This design comes from an exercise in tuning for small area, a short achievable clock period and few clock cycles per item on the open sky130 flow, not from production work.

## mapu_nxn
module mapu_nxn
#(
  parameter int DATA_WIDTH = 16,
  parameter int N          = 4,
  parameter int SATURATE   = 0
) (
  input  logic                     clk,
  input  logic                     reset_n,
  input  logic                     i_en,
  input  logic [1:0]               i_op,
  output logic                     o_of,
  input  logic                     i_vld,
  output logic                     o_rdy,
  input  logic [N*DATA_WIDTH-1:0]  i_row,
  output logic                     o_vld,
  input  logic                     i_rdy,
  output logic [N*DATA_WIDTH-1:0]  o_row
);
  localparam int DW = DATA_WIDTH;
  localparam int RW = N * DW;
  localparam int IW = $clog2(N);
  localparam logic [IW-1:0] LAST = IW'(N - 1);
  logic [RW-1:0] a_q [N];
  logic [RW-1:0] c_q [N];
  logic [RW-1:0] r_q;
  logic [DW-1:0] ae_q [N];    
  logic [RW-1:0] ae_lanes;
  logic          selt_q;      
  logic          selc_q;      
  logic          sela_q;      
  logic          sub_q;       
  logic [N-1:0]  of_q;        
  logic [IW:0]   in_cnt_q, in_cnt_d;    
  logic [1:0]    in_op_q, in_op_d;
  logic          r_vld_q, r_vld_d;
  logic [IW-1:0] r_k_q, r_k_d;
  logic [1:0]    r_op_q, r_op_d;
  logic [IW-1:0] pass_q, pass_d;        
  logic          t_pend_q, t_pend_d;    
  logic          c_own_q, c_own_d;      
  logic          c_vld_q, c_vld_d;      
  logic [IW-1:0] out_q, out_d;
  logic          rdy_q, rdy_d;
  logic in_a, take, deliver, c_free, step, copy, r_mul, r_last, op_done, a_shift;
  logic take_dp, shift_dp, c_free_dp, step_dp, copy_dp;
  logic [RW-1:0] a_head_d;
  logic [RW-1:0] acc_row;
  logic [RW-1:0] a_col;
  logic [RW-1:0] alu_row;
  logic [N-1:0]  alu_cout, alu_of1, alu_of0, of_keep;
  assign in_a    = ~in_cnt_q[IW];
  assign r_mul   = (r_op_q == OP_ENC_MUL);
  assign r_last  = ~r_mul | (pass_q == LAST);
  assign take    = i_en & i_vld & rdy_q;
  assign deliver = i_en & c_vld_q & i_rdy;
  assign c_free  = ~c_vld_q | (deliver & (out_q == LAST));
  assign step    = r_vld_q & (c_own_q | c_free);
  assign copy    = t_pend_q & c_free;
  assign op_done = step & r_last & (r_k_q == LAST);
  assign a_shift = (take & in_a) | step;
  assign take_dp   = i_vld & rdy_q;
  assign shift_dp  = c_vld_q & i_rdy;
  assign c_free_dp = ~c_vld_q | (i_rdy & (out_q == LAST));
  assign step_dp   = r_vld_q & (c_own_q | c_free_dp);
  ...
clock: 16.0 ns
lec_check: 0
cap_margin: 20
core_margin: 2
core_utilization: 60
slew_margin: 20
standard.sh (not shown) runs the stock make flow with config.mk's settings and CLKGATE_MAP_FILE= SYNTH_SCRIPT=/design/flow/synth_recipe.tcl, a recipe that flattens the netlist after the stock synthesis.
==> flow/flow/run.sh <==
#!/bin/bash
# Standard ORFS layout (the standard.sh) with two changes: repair_timing aims at a setup
# margin of 11 ns under the design's SDC, and the port buffers are buf_2 cells.
bash standard.sh SETUP_SLACK_MARGIN=11 "BUFFER_PORTS_ARGS=-buffer_cell sky130_fd_sc_hd__buf_2" finish > standard.log 2>&1
==> next run, changes <==
Settings changed: ABC_AREA set to 1, CAP_MARGIN 20 to 40, SLEW_MARGIN 20 to 40.
The changed run went through all stages and came out clean.
Utilization hardly moves.
Worst hold slack hardly moves.
Fmax decreases by 4.0%.
Flip-flop and latch count stays the same.
Cell area went up by 2.2%.
Routed wire length fell by 3.1%.
Sequential share of layout area drops by 0.88 points.
Synthesized cell count rises by 24%.
First-iteration DRC count falls by 4.7%.
==> next run, changes <==
Settings changed: ABC_AREA 1 to not set, CAP_MARGIN 40 to 20, CORE_UTILIZATION 60 to 70, SLEW_MARGIN 40 to 20.
Outcome: Final cell count came out lower by 18%. Utilization came out higher by 11 points. Synthesized cell count came out lower by 19%. Synthesized area came out lower by 2.1%. Final area came out lower by 2.5%. Worst setup slack is better by 0.16 ns.
==> next run, changes <==
Settings changed: CAP_MARGIN 20 to 40, CORE_UTILIZATION 70 to 60, SLEW_MARGIN 20 to 40.
The changed run finished clean.
Count of clock-buffer cells in the layout is higher by 13.
Worst setup slack improves by 0.058 ns.
Final cell count is higher by 2.4%.
No functional check of the RTL was part of any run of this note.


## red
mapu_nxn, a different RTL version from the one above (not shown whole).
Size in the first run: ~3300 cells after synthesis, ~140 I/O pins, about 41000 µm² of cells after synthesis.
Design mapu_nxn, start of the top module:
module mapu_nxn
#(
  parameter int DATA_WIDTH = 16,
  parameter int N          = 4,
  parameter int SATURATE   = 0
) (
  input  logic                     clk,
  input  logic                     reset_n,
  input  logic                     i_en,
  input  logic [1:0]               i_op,
  output logic                     o_of,
  input  logic                     i_vld,
  output logic                     o_rdy,
  input  logic [N*DATA_WIDTH-1:0]  i_row,
  output logic                     o_vld,
  input  logic                     i_rdy,
  output logic [N*DATA_WIDTH-1:0]  o_row
);
Settings: LEC_CHECK=0, CAP_MARGIN=20, CORE_MARGIN=2, CORE_UTILIZATION=60, SLEW_MARGIN=60; clock period 16.0 ns.
Scripts as last shown in full above: flow/flow/run.sh
What blue does differently from red at the input level:
# red
export LEC_CHECK = 0
export CAP_MARGIN = 20
export CORE_MARGIN = 2
export CORE_UTILIZATION = 60
export SLEW_MARGIN = 60
create_clock -name core_clock -period 16.0 [get_ports {clk}]
# blue
export LEC_CHECK = 0
export CAP_MARGIN = 20
export CORE_MARGIN = 2
export CORE_UTILIZATION = 65
export SLEW_MARGIN = 20
create_clock -name core_clock -period 16.0 [get_ports {clk}]
==> run notes <==
- blue has less setup slack than red.
- Re count of buffer and inverter cells on the critical path: red was higher than blue.
- Against red, blue reports a area after detailed placement that is lower.
- The total length of routed wires in blue sits about 4% below the value recorded for red.
- blue — wire length on met1 9.1% lower, red as reference
No functional check of the RTL was part of any run of this note.


Setup of try-tundra:
mapu_nxn, a different RTL version from the one above (not shown whole).
For scale: ~3900 cells after synthesis, roughly 620 flip-flops, about 42000 µm² of cells after synthesis.
clock: 16.0 ns
lec_check: 0
cap_margin: 20
core_margin: 2
core_utilization: 40
slew_margin: 20
==> flow/flow/run.sh <==
#!/bin/bash
# Standard ORFS layout (the standard.sh) with two changes: repair_timing aims at a setup
# margin of 10.6 ns under the design's SDC, and the port buffers are buf_2 cells.
bash standard.sh SETUP_SLACK_MARGIN=10.6 "BUFFER_PORTS_ARGS=-buffer_cell sky130_fd_sc_hd__buf_2" finish > standard.log 2>&1
Every stage of the flow completed for try-tundra, and the final layout passed the timing, design-rule and antenna checks.
> inputs changed (try-tundra -> try-onyx)
Settings: changing CORE_UTILIZATION from 40 to 60.
==> flow/flow/run.sh <==
#!/bin/bash
# Standard ORFS layout (the standard.sh) with two changes: repair_timing aims at a setup
# margin of 11 ns under the design's SDC, and the port buffers are buf_2 cells.
bash standard.sh SETUP_SLACK_MARGIN=11 "BUFFER_PORTS_ARGS=-buffer_cell sky130_fd_sc_hd__buf_2" finish > standard.log 2>&1
## What came out
try-onyx packs its core tighter than try-tundra. In the final design statistics, try-onyx uses fewer standard cells in total than try-tundra. try-onyx against try-tundra: area of the mapped netlist closely matched the old numbers, number of DRC markers in iteration 0 went up about 16%. Share of the synthesized area in compound gates (AO/OA/AOI/OAI): try-onyx vs try-tundra — no meaningful difference. On clock-pin transition on the worst setup and hold timing paths, try-onyx and try-tundra are basically level. In summary, try-onyx completed successfully, with a layout that passed the timing, design-rule and antenna checks.
Function was not checked in any run of this note: the RTL went through the layout flow alone.

## afterwards: timing with drivers on the ports
In the flow no input, the clock included, has a driving cell. The finished layouts below were timed again as built, in two steps.
Step 1, drivers: a clkbuf_16 drives clk and a buf_2 each remaining input, both assumed.
Step 2 adds t to the input delays and takes it off the output delays; t is the mean of the earliest and latest rising clock arrival at the registers after step 1. Input paths then give back, and output paths get back, about the clock's delay inside the block.
Slacks: no drivers / after step 1 / after step 2; pairs: no drivers / after step 1.
run | t, ns | setup slack, ns | worst setup path at the end
the first run of note 1 | 0.669 | 10.991 / 10.984 / 10.362 | input to register
the second run of note 1 | 0.669 | 10.781 / 10.789 / 10.150 | input to register
the third run of note 1 | 0.664 | 10.939 / 10.957 / 10.310 | input to register
the fourth run of note 1 | 0.682 | 10.997 / 10.957 / 10.444 | input to register
red | 0.674 | 10.619 / 10.619 / 10.373 | input to register
blue | 0.675 | 10.532 / 10.532 / 10.319 | input to register
try-tundra | 0.694 | 10.594 / 10.594 / 10.075 | input to register
try-onyx | 0.684 | 10.806 / 10.806 / 10.216 | input to register
After both steps setup and hold are still met in every run listed. The setup slack of the second run of note 1, which loses most, moves by +0.008 ns with the drivers and by -0.631 ns with both steps.
